This is an optimization exercise on Yosys and OpenROAD, whose aim is small area, a short achievable clock period and few clock cycles per item, not a production implementation.
In this exercise RTL edits were held to simulation tests only and were not proved equivalent to the original.

==> design.v <==
package pdl_pkg;
   localparam logic [14:0] ONE14 = 15'd16384;
   localparam logic [15:0] SAT16 = 16'hFFFF;
   localparam logic [2:0] CSR_OBS_X   = 3'd0;
   localparam logic [2:0] CSR_OBS_Y   = 3'd1;
   localparam logic [2:0] CSR_OBS_Z   = 3'd2;
   localparam logic [2:0] CSR_KD      = 3'd3;
   localparam logic [2:0] CSR_KS      = 3'd4;
   localparam logic [2:0] CSR_SHINE   = 3'd5;
   localparam logic [2:0] CSR_SURFACE = 3'd6;
   typedef struct packed {
      logic signed [31:0] point_x;
      logic signed [31:0] point_y;
      logic signed [31:0] point_z;
      logic signed [15:0] normal_x;
      logic signed [15:0] normal_y;
      logic signed [15:0] normal_z;
      logic signed [31:0] light_x;
      logic signed [31:0] light_y;
      logic signed [31:0] light_z;
      logic [47:0]        light_rgb;
      logic               occluded;
      logic               last_light;
   } req_type;
   typedef struct packed {
      logic [15:0] direct_r;
      logic [15:0] direct_g;
      logic [15:0] direct_b;
   } rsp_type;
   typedef struct packed {
      logic             start;
      logic [2:0][32:0] vec;
   } norm_req_type;
   typedef struct packed {
      logic             done;
      logic [2:0][15:0] unit;
   } norm_rsp_type;
endpackage
module pdl_norm
(
   input  logic                  clock,
   input  logic                  reset,
   input  pdl_pkg::norm_req_type norm_req,
   output pdl_pkg::norm_rsp_type norm_rsp
);
   localparam logic [2:0] N_IDLE  = 3'd0;
   localparam logic [2:0] N_SHIFT = 3'd1;
   localparam logic [2:0] N_SQ    = 3'd2;
   localparam logic [2:0] N_ROOT  = 3'd3;
   localparam logic [2:0] N_DIV   = 3'd4;
   logic [2:0]       st_ff, st_in;
   logic [2:0]       neg_ff, neg_in;
   logic [2:0][32:0] a_ff, a_in;
   logic [43:0]      sq_ff, sq_in;
   logic [43:0]      rv_ff, rv_in;
   logic [43:0]      res_ff, res_in;
   logic [43:0]      bit_ff, bit_in;
   logic [20:0]      len_ff, len_in;
   logic [20:0]      rem_ff, rem_in;
   logic [13:0]      q_ff, q_in;
   logic [3:0]       cnt_ff, cnt_in;
   logic [1:0]       idx_ff, idx_in;
   logic [2:0][15:0] u_ff, u_in;
   logic             done_ff, done_in;
   logic [39:0] sqr;
   logic [43:0] trial;
   logic [21:0] shifted;
   logic        ge;
   logic [14:0] qfin, qc;
   assign sqr     = a_ff[idx_ff][19:0] * a_ff[idx_ff][19:0];
   assign trial   = res_ff + bit_ff;
   assign shifted = {rem_ff, (cnt_ff == 4'd0) ? a_ff[idx_ff][0] : 1'b0};
   assign ge      = shifted >= {1'b0, len_ff};
   assign qfin    = {q_ff, ge};
   assign qc      = (len_ff == 21'd0) ? 15'd0 : ((qfin > pdl_pkg::ONE14) ? pdl_pkg::ONE14 : qfin);
   always_comb begin
      st_in   = st_ff;
      neg_in  = neg_ff;
      a_in    = a_ff;
      sq_in   = sq_ff;
      rv_in   = rv_ff;
      res_in  = res_ff;
      bit_in  = bit_ff;
      len_in  = len_ff;
      rem_in  = rem_ff;
      q_in    = q_ff;
      cnt_in  = cnt_ff;
      idx_in  = idx_ff;
      u_in    = u_ff;
      done_in = 1'b0;
      case (st_ff)
         N_IDLE: begin
            if (norm_req.start) begin
               for (int i = 0; i < 3; i++) begin
                  neg_in[i] = norm_req.vec[i][32];
                  a_in[i]   = norm_req.vec[i][32] ? (~norm_req.vec[i] + 33'd1)
                                                  : norm_req.vec[i];
               end
               st_in = N_SHIFT;
            end
         end
         N_SHIFT: begin
            if ((a_ff[0][32:20] | a_ff[1][32:20] | a_ff[2][32:20]) != 13'd0) begin
               for (int i = 0; i < 3; i++) a_in[i] = a_ff[i] >> 1;
            end else begin
               sq_in  = 44'd0;
               idx_in = 2'd0;
               st_in  = N_SQ;
            end
         end
         N_SQ: begin
            sq_in = sq_ff + 44'(sqr);
            if (idx_ff == 2'd2) begin
               rv_in  = sq_ff + 44'(sqr);
               res_in = 44'd0;
               bit_in = 44'd1 << 42;
               st_in  = N_ROOT;
            end else begin
               idx_in = idx_ff + 2'd1;
            end
         end
         N_ROOT: begin
            if (rv_ff >= trial) begin
               rv_in  = rv_ff - trial;
               res_in = (res_ff >> 1) + bit_ff;
            end else begin
               res_in = res_ff >> 1;
            end
            bit_in = bit_ff >> 2;
            if (bit_ff[0]) begin
               len_in = res_in[20:0];
               idx_in = 2'd0;
               cnt_in = 4'd0;
               q_in   = 14'd0;
               rem_in = a_ff[0][20:0] >> 1;
               st_in  = N_DIV;
            end
         end
         N_DIV: begin
            rem_in = ge ? 21'(shifted - {1'b0, len_ff}) : shifted[20:0];
            q_in   = qfin[13:0];
            cnt_in = cnt_ff + 4'd1;
            if (cnt_ff == 4'd14) begin
               u_in[idx_ff] = neg_ff[idx_ff] ? 16'(-{1'b0, qc}) : {1'b0, qc};
               cnt_in = 4'd0;
               q_in   = 14'd0;
               if (idx_ff == 2'd2) begin
                  done_in = 1'b1;
                  st_in   = N_IDLE;
               end else begin
                  idx_in = idx_ff + 2'd1;
                  rem_in = a_ff[idx_ff + 2'd1][20:0] >> 1;
               end
            end
         end
         default: begin
            st_in = N_IDLE;
         end
      endcase
   end
   always_ff @(posedge clock) begin
      if (reset) begin
         st_ff   <= N_IDLE;
         done_ff <= 1'b0;
      end else begin
         st_ff   <= st_in;
         done_ff <= done_in;
      end
      neg_ff <= neg_in;
      a_ff   <= a_in;
      sq_ff  <= sq_in;
      rv_ff  <= rv_in;
      res_ff <= res_in;
      bit_ff <= bit_in;
      len_ff <= len_in;
      rem_ff <= rem_in;
      q_ff   <= q_in;
      cnt_ff <= cnt_in;
      idx_ff <= idx_in;
      u_ff   <= u_in;
   end
   assign norm_rsp.done = done_ff;
   assign norm_rsp.unit = u_ff;
endmodule
module phong_direct_lighting
(
   input  logic             clock,
   input  logic             reset,
   input  logic             req_valid,
   output logic             req_stall,
   input  logic [289:0]     req_data,
   output logic             rsp_valid,
   input  logic             rsp_stall,
   output logic [47:0]      rsp_data,
   input  logic             csr_valid,
   output logic             csr_ready,
   input  logic [2:0]       csr_index,
   input  logic [47:0]      csr_data
);
   localparam logic [3:0] S_IDLE = 4'd0;
   localparam logic [3:0] S_LS   = 4'd1;
   localparam logic [3:0] S_NL   = 4'd2;
   localparam logic [3:0] S_NDL  = 4'd3;
   localparam logic [3:0] S_DIF  = 4'd4;
   localparam logic [3:0] S_RV   = 4'd5;
   localparam logic [3:0] S_RS   = 4'd6;
   localparam logic [3:0] S_NR   = 4'd7;
   localparam logic [3:0] S_VS   = 4'd8;
   localparam logic [3:0] S_NV   = 4'd9;
   localparam logic [3:0] S_VR   = 4'd10;
   localparam logic [3:0] S_POW  = 4'd11;
   localparam logic [3:0] S_KS   = 4'd12;
   localparam logic [3:0] S_SPC  = 4'd13;
   localparam logic [3:0] S_FIN  = 4'd14;
   logic [3:0]         state_ff, state_in;
   pdl_pkg::req_type            item_ff, item_in;
   logic [2:0][15:0]   l_ff, l_in, r_ff, r_in, v_ff, v_in;
   logic [2:0][32:0]   d_ff, d_in;
   logic signed [34:0] dot_ff, dot_in;
   logic signed [17:0] ndl_ff, ndl_in;
   logic [14:0]        vv_ff, vv_in, pw_ff, pw_in;
   logic [27:0]        t_ff, t_in;
   logic [7:0]         cnt_ff, cnt_in;
   logic [1:0]         idx_ff, idx_in, step_ff, step_in;
   logic [2:0][15:0]   sum_ff, sum_in;
   logic signed [31:0] obs_x_ff, obs_x_in, obs_y_ff, obs_y_in, obs_z_ff, obs_z_in;
   logic [15:0]        kd_ff, kd_in, ks_ff, ks_in;
   logic [7:0]         shine_ff, shine_in;
   logic [47:0]        surf_ff, surf_in;
   logic               rsp_valid_ff, rsp_valid_in;
   pdl_pkg::rsp_type            rsp_data_ff, rsp_data_in;
   pdl_pkg::norm_req_type       norm_req;
   pdl_pkg::norm_rsp_type       norm_rsp;
   logic signed [24:0] mul_a, mul_b;
   logic signed [49:0] prod;
   logic signed [34:0] dot_total;
   logic signed [17:0] dot_q14;
   logic               accept;
   pdl_pkg::req_type            req_in;
   assign req_in = pdl_pkg::req_type'(req_data);
   function automatic logic [15:0] chan(input logic [47:0] packed_rgb,
                                        input logic [1:0] k);
      logic [15:0] c;
      case (k)
         2'd0:    c = packed_rgb[47:32];
         2'd1:    c = packed_rgb[31:16];
         default: c = packed_rgb[15:0];
      endcase
      chan = c;
   endfunction
   function automatic logic [15:0] sat_add(input logic [15:0] acc,
                                           input logic [27:0] val);
      logic [28:0] t;
      t = {13'd0, acc} + {1'b0, val};
      sat_add = (t > 29'(pdl_pkg::SAT16)) ? pdl_pkg::SAT16 : t[15:0];
   endfunction
   function automatic logic [15:0] nsel(input pdl_pkg::req_type it, input logic [1:0] k);
      logic [15:0] c;
      case (k)
         2'd0:    c = it.normal_x;
         2'd1:    c = it.normal_y;
         default: c = it.normal_z;
      endcase
      nsel = c;
   endfunction
   assign accept    = req_valid && !req_stall;
   assign req_stall = (state_ff != S_IDLE) || rsp_valid_ff;
   assign csr_ready = 1'b1;
   assign rsp_valid = rsp_valid_ff;
   assign rsp_data  = rsp_data_ff;
   always_comb begin
      mul_a = 25'sd0;
      mul_b = 25'sd0;
      case (state_ff)
         S_NDL: begin
            mul_a = 25'($signed(nsel(item_ff, idx_ff)));
            mul_b = 25'($signed(l_ff[idx_ff]));
         end
         S_DIF: begin
            case (step_ff)
               2'd0: begin
                  mul_a = $signed({9'd0, kd_ff});
                  mul_b = $signed({9'd0, chan(surf_ff, idx_ff)});
               end
               2'd1: begin
                  mul_a = $signed({1'b0, t_ff[23:0]});
                  mul_b = 25'(ndl_ff);
               end
               default: begin
                  mul_a = $signed({1'b0, t_ff[23:0]});
                  mul_b = $signed({9'd0, chan(item_ff.light_rgb, idx_ff)});
               end
            endcase
         end
         S_RV: begin
            mul_a = 25'($signed(nsel(item_ff, idx_ff)));
            mul_b = 25'(ndl_ff);
         end
         S_VR: begin
            mul_a = 25'($signed(v_ff[idx_ff]));
            mul_b = 25'($signed(r_ff[idx_ff]));
         end
         S_POW: begin
            mul_a = $signed({10'd0, pw_ff});
            mul_b = $signed({10'd0, vv_ff});
         end
         S_KS: begin
            mul_a = $signed({9'd0, ks_ff});
            mul_b = $signed({10'd0, pw_ff});
         end
         S_SPC: begin
            mul_a = $signed({1'b0, t_ff[23:0]});
            mul_b = $signed({9'd0, chan(item_ff.light_rgb, idx_ff)});
         end
         default: begin
            mul_a = 25'sd0;
            mul_b = 25'sd0;
         end
      endcase
   end
   assign prod      = mul_a * mul_b;
   assign dot_total = dot_ff + 35'(prod);
   assign dot_q14   = dot_total[31:14];
   assign norm_req.start = (state_ff == S_LS) || (state_ff == S_RS) ||
                           (state_ff == S_VS);
   assign norm_req.vec   = d_ff;
   pdl_norm u_norm (
      .clock    (clock),
      .reset    (reset),
      .norm_req (norm_req),
      .norm_rsp (norm_rsp)
   );
   always_comb begin
      state_in     = state_ff;
      item_in      = item_ff;
      l_in         = l_ff;
      r_in         = r_ff;
      v_in         = v_ff;
      d_in         = d_ff;
      dot_in       = dot_ff;
      ndl_in       = ndl_ff;
      vv_in        = vv_ff;
      pw_in        = pw_ff;
      t_in         = t_ff;
      cnt_in       = cnt_ff;
      idx_in       = idx_ff;
      step_in      = step_ff;
      sum_in       = sum_ff;
      obs_x_in     = obs_x_ff;
      obs_y_in     = obs_y_ff;
      obs_z_in     = obs_z_ff;
      kd_in        = kd_ff;
      ks_in        = ks_ff;
      shine_in     = shine_ff;
      surf_in      = surf_ff;
      rsp_data_in  = rsp_data_ff;
      rsp_valid_in = rsp_valid_ff && rsp_stall;
      if (csr_valid && csr_ready) begin
         case (csr_index)
            pdl_pkg::CSR_OBS_X:   obs_x_in = csr_data[31:0];
            pdl_pkg::CSR_OBS_Y:   obs_y_in = csr_data[31:0];
            pdl_pkg::CSR_OBS_Z:   obs_z_in = csr_data[31:0];
            pdl_pkg::CSR_KD:      kd_in    = csr_data[15:0];
            pdl_pkg::CSR_KS:      ks_in    = csr_data[15:0];
            pdl_pkg::CSR_SHINE:   shine_in = csr_data[7:0];
            pdl_pkg::CSR_SURFACE: surf_in  = csr_data;
            default:     ;
         endcase
      end
      case (state_ff)
         S_IDLE: begin
            if (accept) begin
               item_in = req_in;
               d_in[0] = 33'(req_in.light_x) - 33'(req_in.point_x);
               d_in[1] = 33'(req_in.light_y) - 33'(req_in.point_y);
               d_in[2] = 33'(req_in.light_z) - 33'(req_in.point_z);
               state_in = req_in.occluded ? S_FIN : S_LS;
            end
         end
         S_LS: state_in = S_NL;
         S_NL: begin
            if (norm_rsp.done) begin
               l_in     = norm_rsp.unit;
               idx_in   = 2'd0;
               dot_in   = 35'sd0;
               state_in = S_NDL;
            end
         end
         S_NDL: begin
            dot_in = dot_total;
            if (idx_ff == 2'd2) begin
               ndl_in   = dot_q14;
               idx_in   = 2'd0;
               step_in  = 2'd0;
               state_in = (dot_q14 > 18'sd0) ? S_DIF : S_RV;
            end else begin
               idx_in = idx_ff + 2'd1;
            end
         end
         S_DIF: begin
            case (step_ff)
               2'd0: begin
                  t_in    = {8'd0, prod[31:12]};
                  step_in = 2'd1;
               end
               2'd1: begin
                  t_in    = {5'd0, prod[36:14]};
                  step_in = 2'd2;
               end
               default: begin
                  sum_in[idx_ff] = sat_add(sum_ff[idx_ff], prod[39:12]);
                  step_in = 2'd0;
                  if (idx_ff == 2'd2) begin
                     idx_in   = 2'd0;
                     state_in = S_RV;
                  end else begin
                     idx_in = idx_ff + 2'd1;
                  end
               end
            endcase
         end
         S_RV: begin
            d_in[idx_ff] = 33'($signed(prod[33:13])) - 33'($signed(l_ff[idx_ff]));
            if (idx_ff == 2'd2) begin
               idx_in   = 2'd0;
               state_in = S_RS;
            end else begin
               idx_in = idx_ff + 2'd1;
            end
         end
         S_RS: state_in = S_NR;
         S_NR: begin
            if (norm_rsp.done) begin
               r_in     = norm_rsp.unit;
               d_in[0]  = 33'(obs_x_ff) - 33'(item_ff.point_x);
               d_in[1]  = 33'(obs_y_ff) - 33'(item_ff.point_y);
               d_in[2]  = 33'(obs_z_ff) - 33'(item_ff.point_z);
               state_in = S_VS;
            end
         end
         S_VS: state_in = S_NV;
         S_NV: begin
            if (norm_rsp.done) begin
               v_in     = norm_rsp.unit;
               idx_in   = 2'd0;
               dot_in   = 35'sd0;
               state_in = S_VR;
            end
         end
         S_VR: begin
            dot_in = dot_total;
            if (idx_ff == 2'd2) begin
               idx_in = 2'd0;
               if (dot_q14 > 18'sd0) begin
                  vv_in    = (dot_q14 > 18'sd16384) ? pdl_pkg::ONE14 : dot_q14[14:0];
                  pw_in    = pdl_pkg::ONE14;
                  cnt_in   = shine_ff;
                  state_in = S_POW;
               end else begin
                  state_in = S_FIN;
               end
            end else begin
               idx_in = idx_ff + 2'd1;
            end
         end
         S_POW: begin
            if (cnt_ff == 8'd0) begin
               state_in = S_KS;
            end else begin
               pw_in  = prod[28:14];
               cnt_in = cnt_ff - 8'd1;
            end
         end
         S_KS: begin
            t_in     = {12'd0, prod[29:14]};
            idx_in   = 2'd0;
            state_in = S_SPC;
         end
         S_SPC: begin
            sum_in[idx_ff] = sat_add(sum_ff[idx_ff], prod[39:12]);
            if (idx_ff == 2'd2) begin
               idx_in   = 2'd0;
               state_in = S_FIN;
            end else begin
               idx_in = idx_ff + 2'd1;
            end
         end
         S_FIN: begin
            if (item_ff.last_light) begin
               rsp_data_in.direct_r = sum_ff[0];
               rsp_data_in.direct_g = sum_ff[1];
               rsp_data_in.direct_b = sum_ff[2];
               rsp_valid_in         = 1'b1;
               sum_in               = '0;
            end
            state_in = S_IDLE;
         end
         default: begin
            state_in = S_IDLE;
         end
      endcase
   end
   always_ff @(posedge clock) begin
      if (reset) begin
         state_ff     <= S_IDLE;
         sum_ff       <= '0;
         obs_x_ff     <= 32'sd0;
         obs_y_ff     <= 32'sd0;
         obs_z_ff     <= 32'sd0;
         kd_ff        <= 16'd0;
         ks_ff        <= 16'd0;
         shine_ff     <= 8'd1;
         surf_ff      <= 48'd0;
         rsp_valid_ff <= 1'b0;
      end else begin
         state_ff     <= state_in;
         sum_ff       <= sum_in;
         obs_x_ff     <= obs_x_in;
         obs_y_ff     <= obs_y_in;
         obs_z_ff     <= obs_z_in;
         kd_ff        <= kd_in;
         ks_ff        <= ks_in;
         shine_ff     <= shine_in;
         surf_ff      <= surf_in;
         rsp_valid_ff <= rsp_valid_in;
      end
      item_ff     <= item_in;
      l_ff        <= l_in;
      r_ff        <= r_in;
      v_ff        <= v_in;
      d_ff        <= d_in;
      dot_ff      <= dot_in;
      ndl_ff      <= ndl_in;
      vv_ff       <= vv_in;
      pw_ff       <= pw_in;
      t_ff        <= t_in;
      cnt_ff      <= cnt_in;
      idx_ff      <= idx_in;
      step_ff     <= step_in;
      rsp_data_ff <= rsp_data_in;
   end
endmodule
==> run.sh <==
#!/bin/bash
# synth_recipe.tcl (not shown) runs the flow's synth.tcl, then flattens the netlist and writes it again
# the make line also repeats each setting of config.mk as NAME=value (left out here)
make -C /OpenROAD-flow-scripts/flow DESIGN_CONFIG=/design/flow/config.mk WORK_HOME=/design/flow/orfs CLKGATE_MAP_FILE= SYNTH_SCRIPT=/design/flow/synth_recipe.tcl finish
==> config.mk <==
export PLATFORM = sky130hd
export DESIGN_NAME = phong_direct_lighting
export DESIGN_NICKNAME = phong_direct_lighting
export VERILOG_FILES = /design/flow/design.v
export SDC_FILE = /design/flow/constraint.sdc
export NUM_CORES = 4
export LEC_CHECK = 0
export CAP_MARGIN = 20
export CORE_MARGIN = 2
export CORE_UTILIZATION = 40
export SLEW_MARGIN = 20
==> constraint.sdc <==
create_clock -name core_clock -period 12.0 [get_ports {clock}]
set_input_delay 2.4000 -clock core_clock [delete_from_list [all_inputs] [get_ports {clock}]]
set_output_delay 2.4000 -clock core_clock [all_outputs]
set_load 0.01 [all_outputs]
==> summary.txt <==
worst max-delay path: cells and delay by family, from the launching register on:
kind	cells	cell delay, ns
AOI/OAI and AO/OA	15	3.59
DFF	1	0.55
adders and majority gates	9	4.18
buffers and inverters	9	1.09
and+or+nand+nor	9	1.88
xor gates and xnor gates	1	0.21
layout make-up:
cell class | instances | area share, %
Inverter | 1519 | 4.86
Clock inverter | 78 | 0.816
Clock buffer | 178 | 3.20
Multi-Input combinational cell | 7404 | 51.0
Tap cell | 3330 | 3.55
Sequential cell | 1206 | 28.8
Antenna cell | 9 | 0.0192
Timing Repair Buffer | 1005 | 7.72
cell families (layout without fill, tap and decap cells):
group | count (synthesis) | after routing | synth area share, %
buffers and inverters | 1918 | 2780 | 7.20
other | 1 | 10 | 0.00374
adder cells (fa/ha/maj) | 1521 | 1521 | 25.4
AND/OR/NAND/NOR | 2962 | 2964 | 13.2
XOR/XNOR | 546 | 546 | 4.79
AO/OA/AOI/OAI | 2241 | 2241 | 14.4
multiplexers | 131 | 131 | 1.33
flip-flops | 1206 | 1206 | 33.7
cell usage in the layout, fill, tap and decap left out, types with 394 or more instances in the layout:
cell type	instances
nand2_1	1220
clkdlybuf4s50_1	394
edfxtp_1	965
nor2_1	869
buf_4	565
ha_1	658
inv_1	1510
a21oi_1	621
o21ai_0	541
fa_1	859
layer usage:
layer,up-vias,wire length [um],share of wire (%)
met5,-,0,0
met4,0,11800,3.5
met3,458,26400,7.7
met2,3237,151000,44
met1,40200,153000,45
li1,37200,-,-
repair_timing:
| action | 4_1_cts | 5_1_grt |
|---|---|---|
| cloned | 0 | 2 |
| endpoints found under the setup margin | 40 | 150 |
| setup buffers | 0 | 4 |
| pin swaps | 0 | 15 |
| hold buffers | 0 | 0 |
| resized for setup | 2 | 70 |
worst max-delay path by stage:
stage	from	to	slack [ns]	cells past startpoint
after CTS	state_ff[2]$_SDFFE_PP0P_	sum_ff[25]$_SDFFE_PP0P_	0.09	34
after global placement	idx_ff[0]$_SDFFCE_PP0P_	vv_ff[1]$_SDFFCE_PN0P_	-0.09	52
final	state_ff[2]$_SDFFE_PP0P_	sum_ff[25]$_SDFFE_PP0P_	0.30	43
after global routing	state_ff[2]$_SDFFE_PP0P_	vv_ff[1]$_SDFFCE_PN0P_	-0.01	44
after floorplan	idx_ff[0]$_SDFFCE_PP0P_	vv_ff[14]$_SDFFCE_PN1P_	0.08	47
after detailed placement	idx_ff[0]$_SDFFCE_PP0P_	vv_ff[1]$_SDFFCE_PN0P_	-0.14	52
stage by stage:
step           util [%]  instances  TNS [ns]  hold slack [ns]
6_report           47.1      14700         0            0.455
2_1_floorplan         -      10500         0            0.430
5_1_grt            47.1      14700    -0.110            0.468
4_1_cts            46.9      14700         0            0.451
3_5_place_dp       45.0      14500     -4.69            0.444
3_3_place_gp       45.0      14500     -2.73            0.437
==> summary.txt <==
* Ys flop type: edfxtp_1
* Largest registers: item_ff: 193 flops, d_ff: 99 flops, u_norm.a_ff: 99 flops
* Crit. End Element: flop
* CP Launch Type: flop
* Via count at 81.1k
* Reg2reg end: sum_ff[25]$_SDFFE_PP0P_
* Multi-input gate area at roughly 60000 um2
* Largest area contributor in the netlist: edfxtp_1
* Run status: no timing/DRC/antenna violations
* Tcrit/Tclk final at slightly below 100%
* GRT busiest layer: met2
* Maximum clock frequency at 0.0855 GHz
* CP Max Fanout at 16
* Largest net degree at the start of global routing at between 100 and 150
* Final critical-path required period at 11.70 ns
* Sequential fraction of the synthesis area at approximately a third
* H-tree Lvls at 4
* Hold path startpoint: surf_ff[1]$_SDFFE_PP0P_
* Setup violators final at 0
* Net Count, Synth at around 12k
* I/O Buffers at just under 400
* Max-cap viol count at 0
* Global-route met3 utilization at under 10%
* Yosys warns at 2
* Vias/cell at around 5.5
* CTS root buf: clkbuf_16
* Final instance area at roughly 120000 um2
* Layout cells sized above 1 at a little under a tenth
* Syn avg cell area at 9.53 um2
* Crit path top cell by count: fa_1
* Clk sinks at roughly 1.2k
* Final hold vios at 0
* Placed Area at around 110000 um2
* Final WL at about 340000 um
* Slew headroom at 23.6%
* Largest register FFs at roughly 190
* Die Height at 505 um
* CP required at about 13 ns
* Crit-path max cell delay at roughly 0.61 ns
* TritonCTS buffer count at between 100 and 150
* Number of synthesized flops with an enable pin at between 900 and 1k
* Pre-Repair DR Iteration Count at 7
* Seq. cell area at approximately 34000 um2
* Global-route wire length before repair at about 510000 um
* Top cells by area, synth: edfxtp_1, fa_1, ha_1
* Distinct cells, synth at between 100 and 150
* R2R Path Start: state_ff[2]$_SDFFE_PP0P_
* CTS tree: yes
* HP Class: flop to flop
* Ports at around 400
* Full die area at 255000 um2
* Clock Skews at roughly 0.075 ns
* Reg2Reg Depth at 43
* Count leader, synth: inv_1
* Std-Cell Rows at between 150 and 200
* Antenna violations before repair at 7
* Worst-path clk slew at ~0.06 ns
* Routed wire per std cell at between 20 and 25 um
* Reg2reg setup slack at just over 0.3 ns
* Die X at slightly above 500 um
* GRT Residual Overflow at 0
* Post-synth top cells: inv_1, nand2_1, edfxtp_1
* DP HPWL at 275000 um
* Fin. max-slew vios at 0
* Largest reg by FF count: item_ff
* Global Route met2 Usage at 41.0%
* DR DRC count at 0
* # nets final at between 10k and 15k
* Global Route Usage Sum at a little over a quarter
* Synthesized instance count at roughly 11k
* Core area at 249000 um2
* FF+latch count, synth at 1206
* M1 GR Usage at 37.6%
* Post-synthesis async set-or-reset flop share at 0%
* Synth top area share at around 29%
* Placer Congestion at roughly 0.99
* Mapped cell area at between 100000 and 150000 um2
* Arrival time at the worst endpoint at 12.38 ns
* Post-DRT Antenna Nets at 0
* Max Root-Sink Buffers at 3
* Final Worst Setup Slack at slightly above 0.3 ns
* Tightest Pin Transition at between 1 and 1.5 ns
* Initial DRC Count at between 7k and 8k
* Setup Crit Path Kind: flop to flop
* Vias in the first global route at approximately 81k
* Initial core utilization at 40.3%
* Hold path cells at 2
* Hold path endpoint: surf_ff[1]$_SDFFE_PP0P_
* # fillers at between 20k and 25k
* Skew-Pair Late Insertion Delay at roughly 0.83 ns
* Area growth syn-to-layout at 17.0%
* Crit-path slowest cell: a222oi_1
* Worst slack, placed at -0.137 ns
Testbench counts, summed over its fixed seeds: cycles 477,318, lights 2,304.

-- port drivers added, routing unchanged --
The results above use ideal ports. As a check the final layout listed here was re-extracted and re-timed, cells and wires unchanged. Step 1 (the two cells are an assumption about what drives the block):
set clk [get_ports {clock}]
set_driving_cell -lib_cell sky130_fd_sc_hd__clkbuf_16 $clk
set_driving_cell -lib_cell sky130_fd_sc_hd__buf_2 [delete_from_list [all_inputs] $clk]
Step 2, shift: input delay + t, output delay - t, t = (earliest + latest rising clock arrival at the registers) / 2. This alone moves slack from input paths to output paths. a / b / c = ideal ports / drivers / drivers and shift; a / b = the first two.
t, ns: 0.891
slack for setup (ns): 0.303 / 0.303 / 0.303
slew at the worst register clock pin (ns): 0.07 / 0.07
After both steps setup and hold are still met in this run. The setup slack of this run moves by 0.000 ns with the drivers and by 0.000 ns with both steps.
